Background: an optimization exercise with open tools, aiming at a short achievable clock period and few clock cycles per item. Do not read the settings as production practice.
Function was checked by simulation only, so behaviour that the tests miss may differ from the original.
Power is estimated from default activity; no workload was simulated.

## flow/constraint.sdc

```tcl
create_clock -name core_clock -period 10.0 [get_ports {clk}]
set_input_delay 2.0000 -clock core_clock [delete_from_list [all_inputs] [get_ports {clk}]]
set_output_delay 2.0000 -clock core_clock [all_outputs]
set_load 0.01 [all_outputs]
```

## flow/standard.sh

```bash
#!/bin/bash
# synth_recipe.tcl (not shown) runs the flow's synth.tcl, then flattens the netlist and writes it again
# the make line also repeats each setting of config.mk as NAME=value (left out here)
make -C /OpenROAD-flow-scripts/flow DESIGN_CONFIG=/design/flow/config.mk WORK_HOME=/design/flow/orfs CLKGATE_MAP_FILE= SYNTH_SCRIPT=/design/flow/synth_recipe.tcl "${@:-finish}"
```

## flow/design.v

```verilog
package mini_core_pkg;
	typedef logic [31:0] word_t;     
	typedef logic [31:0] addr_t;     
	typedef logic [4:0]  reg_idx_t;  
	typedef logic [6:0]  opcode_t;   
	localparam opcode_t OPC_OP     = 7'b0110011;
	localparam opcode_t OPC_OP_IMM = 7'b0010011;
	localparam opcode_t OPC_BRANCH = 7'b1100011;
	localparam opcode_t OPC_JAL    = 7'b1101111;
	localparam addr_t RESET_PC = 32'h0000_0000;
endpackage
`timescale 1ns/1ns
module mini_core #(
	parameter int                   ROM_WORDS  = 64,
	parameter mini_core_pkg::addr_t EXC_VECTOR = 32'h0000_0080
) (
	input  logic                    clk,
	input  logic                    reset,
	input  logic                    except,
	input  logic                    prog_we,
	input  mini_core_pkg::addr_t    prog_addr,
	input  mini_core_pkg::word_t    prog_data,
	output logic                    retire_valid,
	output mini_core_pkg::addr_t    retire_pc,
	output logic                    wb_en,
	output mini_core_pkg::reg_idx_t wb_rd,
	output mini_core_pkg::word_t    wb_data
);
	localparam int E_W    = 44;
	localparam int E_WEN  = 43;   
	localparam int E_JAL  = 42;
	localparam int E_BR   = 41;   
	localparam int E_BNE  = 40;
	localparam int E_SUB  = 39;
	localparam int E_UIMM = 38;   
	localparam int E_W31  = 13;   
	localparam int E_IMM1 = 12;   
	localparam int E_T0   = 6;    
	localparam int E_T1   = 0;    
	localparam int E_RD   = E_W31;        
	localparam int E_RS1  = E_W31 + 8;    
	localparam int E_RS2  = E_W31 + 13;   
	typedef logic [E_W-1:0] ent_t;
	function automatic logic [31:0] add32(input logic [31:0] x, input logic [31:0] y,
	                                      input logic cin);
		logic [31:0] p, g, gn, pn;
		p    = x ^ y;
		g    = x & y;
		g[0] = g[0] | (p[0] & cin);
		pn   = p;
		for (int l = 0; l < 5; l++)
		begin
			gn = g;
			for (int i = 0; i < 32; i++)
				if (i >= (1 << l))
				begin
					gn[i] = g[i] | (pn[i] & g[i - (1 << l)]);
				end
			for (int i = 31; i >= 0; i--)
				if (i >= (1 << l))
					pn[i] = pn[i] & pn[i - (1 << l)];
			g = gn;
		end
		add32 = p ^ {g[30:0], cin};
	endfunction
	function automatic logic [5:0] inc6(input logic [5:0] x);
		inc6 = x ^ {&x[4:0], &x[3:0], &x[2:0], &x[1:0], x[0], 1'b1};
	endfunction
	logic        wq_en;
	logic [5:0]  wq_slot;
	logic [31:0] wq_data;
	ent_t        wq_ent;
	ent_t        wq_ent_q;
	assign wq_slot = prog_addr[7:2];
	assign wq_data = prog_data;
	logic [6:0]  wq_op;
	logic [2:0]  wq_f3;
	logic        wq_opr, wq_addi, wq_jal, wq_beq, wq_bne;
	logic [20:0] wq_imm;
	logic [5:0]  wq_t0;
	always_comb
	begin
		wq_op   = wq_data[6:0];
		wq_f3   = wq_data[14:12];
		wq_opr  = (wq_op == mini_core_pkg::OPC_OP)     && (wq_f3 == 3'b000);
		wq_addi = (wq_op == mini_core_pkg::OPC_OP_IMM) && (wq_f3 == 3'b000);
		wq_jal  = (wq_op == mini_core_pkg::OPC_JAL);
		wq_beq  = (wq_op == mini_core_pkg::OPC_BRANCH) && (wq_f3 == 3'b000);
		wq_bne  = (wq_op == mini_core_pkg::OPC_BRANCH) && (wq_f3 == 3'b001);
		if (wq_jal)
			wq_imm = {wq_data[31], wq_data[19:12], wq_data[20], wq_data[30:21], 1'b0};
		else
			wq_imm = {{8{wq_data[31]}}, wq_data[31], wq_data[7], wq_data[30:25],
			          wq_data[11:8], 1'b0};
		wq_t0 = wq_slot + wq_imm[7:2];
		wq_ent[E_WEN]        = (wq_opr || wq_addi || wq_jal) && (wq_data[11:7] != 5'd0);
		wq_ent[E_JAL]        = wq_jal;
		wq_ent[E_BR]         = wq_beq || wq_bne;
		wq_ent[E_BNE]        = wq_bne;
		wq_ent[E_SUB]        = wq_opr && wq_data[30];
		wq_ent[E_UIMM]       = wq_addi;
		wq_ent[E_W31 +: 25]  = wq_data[31:7];
		wq_ent[E_IMM1]       = wq_imm[1];
		wq_ent[E_T0 +: 6]    = wq_t0;
		wq_ent[E_T1 +: 6]    = wq_t0 + 6'd1;
	end
	logic [5:0] wq_slot_q;
	always_ff @(posedge clk)
	begin
		wq_en     <= prog_we;
		wq_slot_q <= wq_slot;
		wq_ent_q  <= wq_ent;
	end
	localparam int FP_W = 23;    
	localparam int DP_W = 21;    
	typedef logic [FP_W-1:0] fpart_t;
	typedef logic [DP_W-1:0] dpart_t;
	function automatic fpart_t ent_f(input ent_t e);
		ent_f = {e[E_RS1 +: 5], e[E_RS2 +: 5], e[E_IMM1], e[E_T0 +: 6], e[E_T1 +: 6]};
	endfunction
	function automatic dpart_t ent_d(input ent_t e);
		ent_d = {e[E_UIMM +: 6], e[E_W31 + 18 +: 7], e[E_W31 + 5 +: 3], e[E_W31 +: 5]};
	endfunction
	function automatic ent_t ent_join(input dpart_t d, input fpart_t f);
		ent_join = {d[15 +: 6], d[8 +: 7], f[13 +: 5], f[18 +: 5], d[5 +: 3], d[0 +: 5],
		            f[12], f[6 +: 6], f[0 +: 6]};
	endfunction
	fpart_t rom_f [64];
	dpart_t rom_d [64];
	always_ff @(posedge clk)
	begin
		if (wq_en)
		begin
			rom_f[wq_slot_q] <= ent_f(wq_ent_q);
			rom_d[wq_slot_q] <= ent_d(wq_ent_q);
		end
	end
	logic        except_q;
	logic        reset_q;
	logic        restart;    
	logic [5:0]  s0_slot;
	logic [31:0] s0_pc;
	logic        b;          
	logic        b_q;        
	always_ff @(posedge clk)
	begin
		except_q <= except && !reset;
		reset_q  <= reset;
	end
	assign restart = reset || except_q;
	assign s0_slot = reset ? mini_core_pkg::RESET_PC[7:2] : EXC_VECTOR[7:2];
	assign s0_pc   = reset ? mini_core_pkg::RESET_PC : EXC_VECTOR;
	logic [5:0] fs_slot [8];
	logic       fs_pc1  [8];
	logic       fs_v    [8];
	logic [5:0] fs_inc  [8];
	logic [5:0] fl_slot [4];    
	logic       fl_pc1  [4];
	logic       fl_v    [4];
	logic [5:0] fl_inc  [4];
	fpart_t     fl_ent  [4];
	logic [5:0] fl_tslot[4];
	logic       fl_tpc1 [4];
	always_comb
	begin
		for (int i = 0; i < 8; i++)
			fs_inc[i] = inc6(fs_slot[i]);
		for (int j = 0; j < 4; j++)
		begin
			fl_slot[j]  = b_q ? fs_slot[4 + j] : fs_slot[j];
			fl_pc1[j]   = b_q ? fs_pc1[4 + j]  : fs_pc1[j];
			fl_v[j]     = b_q ? fs_v[4 + j]    : fs_v[j];
			fl_inc[j]   = b_q ? fs_inc[4 + j]  : fs_inc[j];
			fl_ent[j]   = rom_f[fl_slot[j]];
			fl_tslot[j] = (fl_pc1[j] && fl_ent[j][12]) ? fl_ent[j][0 +: 6] : fl_ent[j][6 +: 6];
			fl_tpc1[j]  = fl_pc1[j] ^ fl_ent[j][12];
		end
	end
	always_ff @(posedge clk)
	begin
		if (restart)
		begin
			fs_slot[0] <= s0_slot;
			fs_pc1[0]  <= 1'b0;
			fs_v[0]    <= 1'b1;
			for (int i = 1; i < 8; i++)
			begin
				fs_slot[i] <= '0;
				fs_pc1[i]  <= 1'b0;
				fs_v[i]    <= 1'b0;
			end
		end
		else
		begin
			for (int j = 0; j < 4; j++)
			begin
				fs_slot[2*j]   <= fl_inc[j];
				fs_pc1[2*j]    <= fl_pc1[j];
				fs_v[2*j]      <= fl_v[j];
				fs_slot[2*j+1] <= fl_tslot[j];
				fs_pc1[2*j+1]  <= fl_tpc1[j];
				fs_v[2*j+1]    <= fl_v[j];
			end
		end
	end
	logic [31:0] rf [32];
	logic        r_wen;
	logic [4:0]  r_rd;
	logic [31:0] r_data;
	assign rf[0] = '0;
	genvar gi;
	generate
		for (gi = 1; gi < 32; gi++)
		begin : g_rf
			always_ff @(posedge clk)
			begin
				if (reset_q)
					rf[gi] <= '0;
				else if (r_wen && (r_rd == 5'(gi)))
					rf[gi] <= r_data;
			end
		end
	endgenerate
	logic        dc_v   [4];
	logic [5:0]  dc_slot[4];
	fpart_t      dc_fp  [4];
	logic        dl_v  [2];     
	ent_t        dl_ent[2];
	logic [31:0] dl_w  [2];     
	logic [20:0] dl_imm[2];     
	logic [31:0] dl_opa[2];
	logic [31:0] dl_opb[2];
	logic        dl_fa [2];
	logic        dl_fb [2];
	logic        xc_v    [2];
	logic        xc_wen  [2];
	logic        xc_jal  [2];
	logic        xc_br   [2];
	logic        xc_bne  [2];
	logic        xc_sub  [2];
	logic [4:0]  xc_rd   [2];
	logic [31:0] xc_opa  [2];
	logic [31:0] xc_opb  [2];
	logic        xc_fa   [2];
	logic        xc_fb   [2];
	logic        xc_fa_e [2];
	logic        xc_fb_e [2];
	logic [20:0] xc_imm  [2];
	logic        x_v;
	logic        x_wen;
	logic        x_jal;
	logic        x_br;
	logic        x_bne;
	logic [4:0]  x_rd;
	logic [20:0] x_imm;
	logic [31:0] x_pc;
	assign x_v   = b_q ? xc_v[1]   : xc_v[0];
	assign x_wen = b_q ? xc_wen[1] : xc_wen[0];
	assign x_jal = b_q ? xc_jal[1] : xc_jal[0];
	assign x_br  = b_q ? xc_br[1]  : xc_br[0];
	assign x_bne = b_q ? xc_bne[1] : xc_bne[0];
	assign x_rd  = b_q ? xc_rd[1]  : xc_rd[0];
	assign x_imm = b_q ? xc_imm[1] : xc_imm[0];
	always_comb
	begin
		for (int k = 0; k < 2; k++)
		begin
			dl_v[k]   = b_q ? dc_v[2 + k] : dc_v[k];
			dl_ent[k] = ent_join(rom_d[b_q ? dc_slot[2 + k] : dc_slot[k]],
			                     b_q ? dc_fp[2 + k] : dc_fp[k]);
			dl_w[k]   = {dl_ent[k][E_W31 +: 25], 7'b0};
			if (dl_ent[k][E_JAL])
				dl_imm[k] = {dl_w[k][31], dl_w[k][19:12], dl_w[k][20], dl_w[k][30:21], 1'b0};
			else
				dl_imm[k] = {{8{dl_w[k][31]}}, dl_w[k][31], dl_w[k][7], dl_w[k][30:25],
				             dl_w[k][11:8], 1'b0};
			if (r_wen && (r_rd == dl_ent[k][E_RS1 +: 5]))
				dl_opa[k] = r_data;
			else
				dl_opa[k] = rf[dl_ent[k][E_RS1 +: 5]];
			if (dl_ent[k][E_UIMM])
				dl_opb[k] = {{20{dl_w[k][31]}}, dl_w[k][31:20]};
			else if (r_wen && (r_rd == dl_ent[k][E_RS2 +: 5]))
				dl_opb[k] = r_data;
			else
				dl_opb[k] = rf[dl_ent[k][E_RS2 +: 5]];
			dl_fa[k] = x_v && x_wen && (x_rd == dl_ent[k][E_RS1 +: 5]);
			dl_fb[k] = x_v && x_wen && (x_rd == dl_ent[k][E_RS2 +: 5]) && !dl_ent[k][E_UIMM];
		end
	end
	always_ff @(posedge clk)
	begin
		for (int j = 0; j < 4; j++)
		begin
			dc_v[j]    <= fl_v[j] && !restart;
			dc_slot[j] <= fl_slot[j];
			dc_fp[j]   <= fl_ent[j];
		end
		for (int k = 0; k < 2; k++)
		begin
			xc_v[k]    <= dl_v[k] && !restart;
			xc_wen[k]  <= dl_ent[k][E_WEN];
			xc_jal[k]  <= dl_ent[k][E_JAL];
			xc_br[k]   <= dl_ent[k][E_BR];
			xc_bne[k]  <= dl_ent[k][E_BNE];
			xc_sub[k]  <= dl_ent[k][E_SUB];
			xc_rd[k]   <= dl_ent[k][E_RD +: 5];
			xc_opa[k]  <= dl_opa[k];
			xc_opb[k]  <= dl_opb[k];
			xc_fa[k]   <= dl_fa[k];
			xc_fb[k]   <= dl_fb[k];
			xc_fa_e[k] <= dl_fa[k] && dl_ent[k][E_BR];
			xc_fb_e[k] <= dl_fb[k] && dl_ent[k][E_BR];
			xc_imm[k]  <= dl_imm[k];
		end
	end
	logic [31:0] r_fwd;
	logic [31:0] xa  [2];
	logic [31:0] xb  [2];
	logic [31:0] sum [2];
	logic        eq  [2];
	logic [31:0] link, target, npc, sum_l;
	logic        eq_l;
	always_comb
	begin
		for (int k = 0; k < 2; k++)
		begin
			xa[k]  = xc_fa[k] ? r_fwd : xc_opa[k];
			xb[k]  = xc_fb[k] ? r_fwd : xc_opb[k];
			sum[k] = add32(xa[k], xc_sub[k] ? ~xb[k] : xb[k], xc_sub[k]);
			if (xc_fa_e[k])
				eq[k] = xc_fb_e[k] ? 1'b1 : (r_fwd == xc_opb[k]);
			else
				eq[k] = xc_fb_e[k] ? (xc_opa[k] == r_fwd) : (xc_opa[k] == xc_opb[k]);
		end
		sum_l  = b_q ? sum[1] : sum[0];
		eq_l   = b_q ? eq[1]  : eq[0];
		b      = x_v && (x_jal || (x_br && (eq_l ^ x_bne)));
		link   = add32(x_pc, 32'd4, 1'b0);
		target = add32(x_pc, {{11{x_imm[20]}}, x_imm}, 1'b0);
		npc    = b ? target : link;
	end
	always_ff @(posedge clk)
	begin
		if (restart)
		begin
			b_q  <= 1'b0;
			x_pc <= s0_pc;
		end
		else
		begin
			b_q  <= b;
			if (x_v)
				x_pc <= npc;
		end
	end
	logic [31:0] res;
	logic        o_v, o_wen;
	logic [31:0] o_pc, o_data;
	logic [4:0]  o_rd;
	logic        kill;
	assign res  = x_jal ? link : sum_l;
	assign kill = except || except_q || reset;
	always_ff @(posedge clk)
	begin
		r_fwd <= res;
		r_wen <= x_v && x_wen && !kill;
		r_rd  <= x_rd;
		if (reset || !x_wen)
			r_data <= '0;
		else
			r_data <= res;
	end
	always_ff @(posedge clk)
	begin
		if (reset)
		begin
			o_v    <= 1'b0;
			o_wen  <= 1'b0;
			o_pc   <= '0;
			o_rd   <= '0;
			o_data <= '0;
		end
		else
		begin
			o_v    <= x_v && !except && !except_q;
			o_wen  <= x_v && x_wen && !except && !except_q;
			o_pc   <= x_pc;
			o_rd   <= x_rd;
			o_data <= res;
		end
	end
	assign retire_valid = o_v;
	assign retire_pc    = o_pc;
	assign wb_en        = o_wen;
	assign wb_rd        = o_rd;
	assign wb_data      = o_data;
endmodule
```

## flow/flow/run.sh

```bash
#!/bin/bash
set -euo pipefail
bash standard.sh SETUP_SLACK_MARGIN=7.0 place > make_place.log 2>&1
bash standard.sh SETUP_SLACK_MARGIN=6.3 finish > make_finish.log 2>&1
```

## flow/config.mk

```make
export PLATFORM = sky130hd
export DESIGN_NAME = mini_core
export DESIGN_NICKNAME = mini_core
export VERILOG_FILES = /design/flow/design.v
export SDC_FILE = /design/flow/constraint.sdc
export NUM_CORES = 4
export LEC_CHECK = 0
export ABC_CLOCK_PERIOD_IN_PS = 2500
export CAP_MARGIN = 20
export CORE_MARGIN = 2
export CORE_UTILIZATION = 55
export CTS_CLUSTER_DIAMETER = 80
export CTS_CLUSTER_SIZE = 25
export PLACE_DENSITY = 0.68
export SLEW_MARGIN = 20
export TNS_END_PERCENT = 100
```

==> impl_metrics.py <==
metrics = {
    "floorplan": {
        "die_w_um": 664.0,
        "ios": 139,
        "fp.dieH_um": 664.0,
        "rows": 242,
        "start_util_pct": 55.18,
    },
    "synthesis": {
        "synth_area_leaders": "edfxtp_1, mux4_2, dfxtp_1",
        "synth_top_area_share_pct": 35.70,
        "synth-seq-cells": 4360,
        "syn_inst": 19950,
        "postSynthAreaPerCell_um2": 12.01,
        "netlist_area_um2": 239600,
        "seq_area_frac_synth_pct": 48.33,
        "synth_commonest_cells": "nand2_1, edfxtp_1, mux4_2",
        "synth_edf_count": 2848,
        "synthesis.nets": 20140,
        "synth_area_leader_cell": "edfxtp_1",
        "synthFlopType": "edfxtp_1",
        "synth.most_common_cell": "nand2_1",
        "yosysWarnings": 42,
        "yosysUniqueCellTypes": 92,
        "async_flop_share_pct": 0,
    },
    "placed_design": {
        "port_buffers": 112,
        "globalplace.congestion": 1.100,
        "placedInstanceArea_um2": 247300,
        "dpl.hpwl_um": 635100,
        "dp_slack_ns": 4.200,
    },
    "outcome": {
        "outcome": "stopped before the end",
        "haltStage": "5_1_grt",
        "error_line": "[ERROR GRT-0229] Vertical edge usage exceeds the maximum allowed. (86, 69) usage=65535 limit=2200",
    },
    "cts": {
        "h-tree-depth": 4,
        "cts.sinks": 4360,
        "cts_root_buffer": "clkbuf_16",
        "ctsHoldBuffers": 0,
        "clock_path_buffers": 4,
        "cts_inserted_buffers": 225,
    },
    "global_route": {
        "grt_max_degree": 222,
    },
}
## through the flow
step | cells | hold slack (ns)
after floorplan | 19950 | 0.4359
after global placement | 24480 | 0.4456
after detailed placement | 24490 | 0.4432
after CTS | 25270 | 0.4599
## power by group through the flow
stage | Clock, µW | Combinational, µW | Sequential, µW
2_1_floorplan | 0 | 7060 | 20600
3_3_place_gp | 0 | 10600 | 21100
3_5_place_dp | 0 | 10700 | 21100
4_1_cts | 11100 | 11900 | 20700
## how the worst max path moves through the flow
stage | endpoint | slack (ns) | depth (start not counted)
floorplan | x_pc[31] | 5.55 | 24
global placement | xc_opb[0][22] | 4.25 | 13
detailed placement | xc_opb[1][23] | 4.20 | 12
CTS | xc_opa[0][22] | 6.05 | 12
## logic make-up after synthesis
logic type,count (synthesis),synth area share [%]
AOI/OAI and AO/OA,4529,13.36
DFF,4360,48.33
adders and majority gates,129,0.6862
buffers and inverters,2005,3.773
and+or+nand+nor,6124,11.07
muxes,2450,21.50
xor gates and xnor gates,349,1.276
## timing repair
action	in CTS
pin swaps	152
buffers inserted	247
cloned	118
resized for setup	958
setup endpoints to repair	868
Testbench counts, summed over its fixed seeds: cycles 32,096, retired 32,000.
